Context: an optimization exercise on an open-source flow, tuned for small area. The choices shown serve that exercise and are no tape-out recipe.
RTL that was checked went through simulation tests only; none was proved equivalent to the original.

## alpha
Design clefia_ks_gfn12, start of the top module:
module clefia_ks_gfn12
(
    input  logic               clk,
    input  logic               rst,
    input  logic               start,
    input  logic [127:0]       key,
    output logic [3:0]         Round,
    input  logic [63:0]        CON,
    output logic               busy,
    output logic               done,
    output logic [127:0]       L
);
    logic [127:0] t_q;
    logic [127:0] t_rnd;
    logic [3:0]   round_q;
    logic [127:0] l_q;
    logic         done_q;
    logic         run_c, last_c;
    assign run_c  = |round_q;
    assign last_c = round_q[3] & round_q[2];
    clefia_gfn4_round u_round (
        .t_i    (t_q),
        .rk0_i  (CON[63:32]),
        .rk1_i  (CON[31:0]),
        .t_c_o  (t_rnd)
    );
    always_ff @(posedge clk) begin
        t_q <= run_c ? t_rnd : key;
    end
    always_ff @(posedge clk) begin
        if (rst) begin
            round_q <= 4'd0;
            done_q  <= 1'b0;
            l_q     <= '0;
        end else begin
            done_q <= last_c;
            if (last_c)
                round_q <= 4'd0;
            else if (run_c)
                round_q <= round_q + 4'd1;
            else if (start && !done_q)
                round_q <= 4'd1;
            if (last_c)
                l_q <= {t_rnd[31:0], t_rnd[127:32]};
        end
    end
    assign Round = round_q;
    assign busy  = run_c;
    assign done  = done_q;
    assign L     = l_q;
endmodule
For scale: about 1900 cells after synthesis, about 260 flip-flops, ~330 I/O pins, about 16000 um2 of cells after synthesis.
Settings: LEC_CHECK=0, CAP_MARGIN=20, CORE_MARGIN=2, CORE_UTILIZATION=60, CTS_BUF_LIST=sky130_fd_sc_hd__clkbuf_4 sky130_fd_sc_hd__clkbuf_8, CTS_CLUSTER_DIAMETER=80, CTS_CLUSTER_SIZE=12, GPL_TIMING_DRIVEN=0, SLEW_MARGIN=20; clock period 8.0 ns.
standard.sh (not shown) runs the stock make flow with config.mk's settings and CLKGATE_MAP_FILE= SYNTH_SCRIPT=/design/flow/synth_recipe.tcl, a recipe that flattens the netlist after the stock synthesis.
==> flow/flow/run.sh <==
#!/bin/bash
# Layout flow: the standard flow (standard.sh) with
#  - synthesis by flow/synth.tcl: the standard synthesis with its combinational
#    logic mapped for area (registers unchanged; see synth.tcl),
#  - minimum-size buffers (buf_1) on the ports.
# make's full output goes to layout.log here; ORFS's per-step logs stay under orfs/logs.
set -euo pipefail
W=$(pwd)
F=$W/flow
bash standard.sh SYNTH_SCRIPT=$F/synth.tcl \
  "BUFFER_PORTS_ARGS=-buffer_cell sky130_fd_sc_hd__buf_1" \
  finish > $W/layout.log 2>&1
==> flow/flow/area.abc <==
strash; &get -n; &dch; &nf -a -R 1000; &put; topo
==> flow/flow/synth.tcl <==
# The standard synthesis script (synth_recipe.tcl) with three changes that
# touch only the combinational logic:
#  - Yosys's synth runs with -noabc (no intermediate generic ABC pass),
#  - ORFS's half/full-adder extraction (extract_fa) is skipped,
#  - the final ABC technology mapping uses flow/area.abc, an area-oriented
#    script, in place of ORFS's speed script.
# Every register, its name and its cell type are those of the standard synthesis.
set area_abc_script [file join [file dirname [file normalize [info script]]] area.abc]
proc synth {args} { yosys synth -nofsm -noshare -noabc {*}$args }
proc extract_fa {args} { puts "extract_fa skipped" }
proc abc {args} {
  set i [lsearch -exact $args -script]
  if { $i >= 0 } { set args [lreplace $args $i [expr {$i + 1}] -script $::area_abc_script] }
  yosys abc {*}$args
}
source $::env(SCRIPTS_DIR)/synth.tcl
# left out here: clear keep_hierarchy, flatten, clean up, hide names made inside functions, write 1_2_yosys.v
Input changes introduced in beta (baseline for comparison: alpha):
# alpha
export LEC_CHECK = 0
export CAP_MARGIN = 20
export CORE_MARGIN = 2
export CORE_UTILIZATION = 60
export CTS_BUF_LIST = sky130_fd_sc_hd__clkbuf_4 sky130_fd_sc_hd__clkbuf_8
export CTS_CLUSTER_DIAMETER = 80
export CTS_CLUSTER_SIZE = 12
export GPL_TIMING_DRIVEN = 0
export SLEW_MARGIN = 20
create_clock -name core_clock -period 8.0 [get_ports {clk}]
# beta
export LEC_CHECK = 0
export CAP_MARGIN = 20
export CORE_MARGIN = 2
export CORE_UTILIZATION = 60
export CTS_BUF_LIST = sky130_fd_sc_hd__clkbuf_4 sky130_fd_sc_hd__clkbuf_8
export CTS_CLUSTER_DIAMETER = 100
export CTS_CLUSTER_SIZE = 14
export GPL_TIMING_DRIVEN = 0
export SLEW_MARGIN = 20
create_clock -name core_clock -period 8.0 [get_ports {clk}]
==> flow/flow/run.sh <==
#!/bin/bash
# Layout flow: the standard flow (standard.sh) with
#  - synthesis by flow/synth.tcl: the standard synthesis with an area-oriented
#    final ABC mapping (registers unchanged),
#  - minimum-size buffers (buf_1) on the ports.
# make's full output goes to layout.log here; ORFS's per-step logs stay under orfs/logs.
set -euo pipefail
W=$(pwd)
F=$W/flow
bash standard.sh SYNTH_SCRIPT=$F/synth.tcl \
  "BUFFER_PORTS_ARGS=-buffer_cell sky130_fd_sc_hd__buf_1" \
  finish > $W/layout.log 2>&1
==> flow/flow/synth.tcl <==
# The standard synthesis script (synth_recipe.tcl) with one change: the final
# ABC technology mapping uses flow/area.abc, an area-oriented script, in place
# of ORFS's speed script. Everything before it (and so every register, its name
# and its cell type) is the standard synthesis.
set area_abc_script [file join [file dirname [file normalize [info script]]] area.abc]
proc synth {args} { yosys synth -nofsm -noshare {*}$args }
proc abc {args} {
  set i [lsearch -exact $args -script]
  if { $i >= 0 } { set args [lreplace $args $i [expr {$i + 1}] -script $::area_abc_script] }
  yosys abc {*}$args
}
source $::env(SCRIPTS_DIR)/synth.tcl
# left out here: clear keep_hierarchy, flatten, clean up, hide names made inside functions, write 1_2_yosys.v
### Flow results
Compared beta vs alpha, and relative area of non-clock buffer cells in the final design is down in beta.
When the final numbers for alpha and beta were put side by side, the sequential share of layout area turned out to be greater in alpha.
In beta, count of clock-buffer cells in the layout is lower than in alpha.
beta did not stop at any stage, and its layout met the timing, DRC and antenna checks.
Delta(worst setup slack after layout, beta - alpha) < 0

* * *

Another version of the RTL of clefia_ks_gfn12 (not shown whole).
For scale: roughly 260 flip-flops.
export LEC_CHECK = 0
export CAP_MARGIN = 20
export CORE_MARGIN = 2
export CORE_UTILIZATION = 60
export CTS_BUF_LIST = sky130_fd_sc_hd__clkbuf_4 sky130_fd_sc_hd__clkbuf_8
export CTS_CLUSTER_DIAMETER = 80
export CTS_CLUSTER_SIZE = 12
export GPL_TIMING_DRIVEN = 0
export SLEW_MARGIN = 20
create_clock -name core_clock -period 8.0 [get_ports {clk}]
==> flow/flow/run.sh <==
#!/bin/bash
# Layout flow: the standard flow (standard.sh) with
#  - synthesis by flow/synth.tcl: the standard synthesis with its combinational
#    logic mapped for area (registers unchanged; see synth.tcl),
#  - minimum-size buffers (buf_1) on the ports,
#  - the largest buffers and inverters added to the platform's don't-use list,
#    so that high-fanout nets are repaired with smaller buffers.
# make's full output goes to layout.log here; ORFS's per-step logs stay under orfs/logs.
set -euo pipefail
W=$(pwd)
F=$W/flow
PLATFORM_DONT_USE="sky130_fd_sc_hd__probe_p_8 sky130_fd_sc_hd__probec_p_8 sky130_fd_sc_hd__lpflow_bleeder_1 sky130_fd_sc_hd__lpflow_clkbufkapwr_1 sky130_fd_sc_hd__lpflow_clkbufkapwr_16 sky130_fd_sc_hd__lpflow_clkbufkapwr_2 sky130_fd_sc_hd__lpflow_clkbufkapwr_4 sky130_fd_sc_hd__lpflow_clkbufkapwr_8 sky130_fd_sc_hd__lpflow_clkinvkapwr_1 sky130_fd_sc_hd__lpflow_clkinvkapwr_16 sky130_fd_sc_hd__lpflow_clkinvkapwr_2 sky130_fd_sc_hd__lpflow_clkinvkapwr_4 sky130_fd_sc_hd__lpflow_clkinvkapwr_8 sky130_fd_sc_hd__lpflow_decapkapwr_12 sky130_fd_sc_hd__lpflow_decapkapwr_3 sky130_fd_sc_hd__lpflow_decapkapwr_4 sky130_fd_sc_hd__lpflow_decapkapwr_6 sky130_fd_sc_hd__lpflow_decapkapwr_8 sky130_fd_sc_hd__lpflow_inputiso0n_1 sky130_fd_sc_hd__lpflow_inputiso0p_1 sky130_fd_sc_hd__lpflow_inputiso1n_1 sky130_fd_sc_hd__lpflow_inputiso1p_1 sky130_fd_sc_hd__lpflow_inputisolatch_1 sky130_fd_sc_hd__lpflow_isobufsrc_1 sky130_fd_sc_hd__lpflow_isobufsrc_16 sky130_fd_sc_hd__lpflow_isobufsrc_2 sky130_fd_sc_hd__lpflow_isobufsrc_4 sky130_fd_sc_hd__lpflow_isobufsrc_8 sky130_fd_sc_hd__lpflow_isobufsrckapwr_16 sky130_fd_sc_hd__lpflow_lsbuf_lh_hl_isowell_tap_1 sky130_fd_sc_hd__lpflow_lsbuf_lh_hl_isowell_tap_2 sky130_fd_sc_hd__lpflow_lsbuf_lh_hl_isowell_tap_4 sky130_fd_sc_hd__lpflow_lsbuf_lh_isowell_4 sky130_fd_sc_hd__lpflow_lsbuf_lh_isowell_tap_1 sky130_fd_sc_hd__lpflow_lsbuf_lh_isowell_tap_2 sky130_fd_sc_hd__lpflow_lsbuf_lh_isowell_tap_4"
EXTRA_DONT_USE="sky130_fd_sc_hd__buf_12 sky130_fd_sc_hd__buf_16 sky130_fd_sc_hd__bufinv_8 sky130_fd_sc_hd__bufinv_16 sky130_fd_sc_hd__inv_12 sky130_fd_sc_hd__inv_16 sky130_fd_sc_hd__clkinv_16"
bash standard.sh SYNTH_SCRIPT=$F/synth.tcl \
  "BUFFER_PORTS_ARGS=-buffer_cell sky130_fd_sc_hd__buf_1" \
  "DONT_USE_CELLS=$PLATFORM_DONT_USE $EXTRA_DONT_USE" \
  finish > $W/layout.log 2>&1
Scripts as last shown in full above: flow/flow/area.abc
Other scripts of this flow, unchanged in this note and not shown: flow/flow/synth.tcl
Then changed:
==> flow/flow/run.sh (replaced) <==
#!/bin/bash
# Layout flow: the standard flow (standard.sh) with
#  - synthesis by flow/synth.tcl: the standard synthesis with its combinational
#    logic mapped for area (registers unchanged; see synth.tcl),
#  - minimum-size buffers (buf_1) on the ports.
# make's full output goes to layout.log here; ORFS's per-step logs stay under orfs/logs.
set -euo pipefail
W=$(pwd)
F=$W/flow
bash standard.sh SYNTH_SCRIPT=$F/synth.tcl \
  "BUFFER_PORTS_ARGS=-buffer_cell sky130_fd_sc_hd__buf_1" \
  finish > $W/layout.log 2>&1
--- a/flow/config.mk
+++ b/flow/config.mk
@@ -10,6 +10,6 @@
 export CORE_UTILIZATION = 60
 export CTS_BUF_LIST = sky130_fd_sc_hd__clkbuf_4 sky130_fd_sc_hd__clkbuf_8
-export CTS_CLUSTER_DIAMETER = 80
-export CTS_CLUSTER_SIZE = 12
+export CTS_CLUSTER_DIAMETER = 100
+export CTS_CLUSTER_SIZE = 16
 export GPL_TIMING_DRIVEN = 0
 export SLEW_MARGIN = 20
The changed run went through all stages and came out clean; first-iteration DRC count shrinks by a little under a tenth; routed wire length grows slightly; area after synthesis stays the same; hold slack gains 3.4 ps; setup slack gains 110 ps; synthesized cell count does not change; design area grows slightly; die area is unchanged.
Then changed:
==> flow/flow/run.sh (replaced) <==
#!/bin/bash
# Layout flow: the standard flow (standard.sh) with
#  - synthesis by flow/synth.tcl: the standard synthesis with its combinational
#    logic mapped for area (registers unchanged; see synth.tcl),
#  - minimum-size buffers (buf_1) on the ports,
#  - the largest buffers and inverters added to the platform's don't-use list,
#    so that high-fanout nets are repaired with smaller buffers.
# make's full output goes to layout.log here; ORFS's per-step logs stay under orfs/logs.
set -euo pipefail
W=$(pwd)
F=$W/flow
PLATFORM_DONT_USE="sky130_fd_sc_hd__probe_p_8 sky130_fd_sc_hd__probec_p_8 sky130_fd_sc_hd__lpflow_bleeder_1 sky130_fd_sc_hd__lpflow_clkbufkapwr_1 sky130_fd_sc_hd__lpflow_clkbufkapwr_16 sky130_fd_sc_hd__lpflow_clkbufkapwr_2 sky130_fd_sc_hd__lpflow_clkbufkapwr_4 sky130_fd_sc_hd__lpflow_clkbufkapwr_8 sky130_fd_sc_hd__lpflow_clkinvkapwr_1 sky130_fd_sc_hd__lpflow_clkinvkapwr_16 sky130_fd_sc_hd__lpflow_clkinvkapwr_2 sky130_fd_sc_hd__lpflow_clkinvkapwr_4 sky130_fd_sc_hd__lpflow_clkinvkapwr_8 sky130_fd_sc_hd__lpflow_decapkapwr_12 sky130_fd_sc_hd__lpflow_decapkapwr_3 sky130_fd_sc_hd__lpflow_decapkapwr_4 sky130_fd_sc_hd__lpflow_decapkapwr_6 sky130_fd_sc_hd__lpflow_decapkapwr_8 sky130_fd_sc_hd__lpflow_inputiso0n_1 sky130_fd_sc_hd__lpflow_inputiso0p_1 sky130_fd_sc_hd__lpflow_inputiso1n_1 sky130_fd_sc_hd__lpflow_inputiso1p_1 sky130_fd_sc_hd__lpflow_inputisolatch_1 sky130_fd_sc_hd__lpflow_isobufsrc_1 sky130_fd_sc_hd__lpflow_isobufsrc_16 sky130_fd_sc_hd__lpflow_isobufsrc_2 sky130_fd_sc_hd__lpflow_isobufsrc_4 sky130_fd_sc_hd__lpflow_isobufsrc_8 sky130_fd_sc_hd__lpflow_isobufsrckapwr_16 sky130_fd_sc_hd__lpflow_lsbuf_lh_hl_isowell_tap_1 sky130_fd_sc_hd__lpflow_lsbuf_lh_hl_isowell_tap_2 sky130_fd_sc_hd__lpflow_lsbuf_lh_hl_isowell_tap_4 sky130_fd_sc_hd__lpflow_lsbuf_lh_isowell_4 sky130_fd_sc_hd__lpflow_lsbuf_lh_isowell_tap_1 sky130_fd_sc_hd__lpflow_lsbuf_lh_isowell_tap_2 sky130_fd_sc_hd__lpflow_lsbuf_lh_isowell_tap_4"
EXTRA_DONT_USE="sky130_fd_sc_hd__buf_8 sky130_fd_sc_hd__buf_12 sky130_fd_sc_hd__buf_16 sky130_fd_sc_hd__bufinv_8 sky130_fd_sc_hd__bufinv_16 sky130_fd_sc_hd__inv_12 sky130_fd_sc_hd__inv_16 sky130_fd_sc_hd__clkinv_16"
bash standard.sh SYNTH_SCRIPT=$F/synth.tcl \
  "BUFFER_PORTS_ARGS=-buffer_cell sky130_fd_sc_hd__buf_1" \
  "DONT_USE_CELLS=$PLATFORM_DONT_USE $EXTRA_DONT_USE" \
  finish > $W/layout.log 2>&1
--- a/flow/config.mk
+++ b/flow/config.mk
@@ -10,6 +10,6 @@
 export CORE_UTILIZATION = 60
 export CTS_BUF_LIST = sky130_fd_sc_hd__clkbuf_4 sky130_fd_sc_hd__clkbuf_8
-export CTS_CLUSTER_DIAMETER = 100
-export CTS_CLUSTER_SIZE = 16
+export CTS_CLUSTER_DIAMETER = 80
+export CTS_CLUSTER_SIZE = 12
 export GPL_TIMING_DRIVEN = 0
 export SLEW_MARGIN = 20
Effect:
- The changed run passed the timing, DRC and antenna checks
- clock-buffer cell count grows by 5
- maximum frequency stays flat
- synthesized cell count stays the same
Function was not checked in any run of this note: the RTL went through the layout flow alone.

-- re-timing with driven ports --
How much do the figures lean on ideal ports? The routed layouts below were timed once more, with nothing changed but the port constraints.
Step 1: set_driving_cell puts a clkbuf_16 on clk and a buf_2 on each other input, an assumption about the parent block.
Step 2 times the ports against the registers' clock, not the clock port: input delays grow and output delays shrink by t, the midpoint of the rising clock arrivals with the driver on.
a / b / c = ideal / step 1 / step 2; a / b = the first two.
run | t, ns | setup WS [ns] | clock arrival spread, ns | slew at the worst register clock pin (ns)
alpha | 0.619 | 0.489 / 0.516 / -0.103 | 0.026 / 0.025 | 0.09 / 0.09
beta | 0.617 | 0.423 / 0.442 / -0.175 | 0.035 / 0.036 | 0.12 / 0.12
the first run of note 2 | 0.643 | 0.347 / 0.376 / -0.267 | 0.044 / 0.044 | 0.10 / 0.10
the second run of note 2 | 0.600 | 0.453 / 0.477 / -0.123 | 0.027 / 0.026 | 0.11 / 0.11
the third run of note 2 | 0.617 | 0.431 / 0.450 / -0.167 | 0.031 / 0.031 | 0.10 / 0.10
With both steps, setup timing fails in every run listed, where it was met with ideal ports. The setup slack of the first run of note 2, which loses most, moves by +0.029 ns with the drivers and by -0.614 ns with both steps.
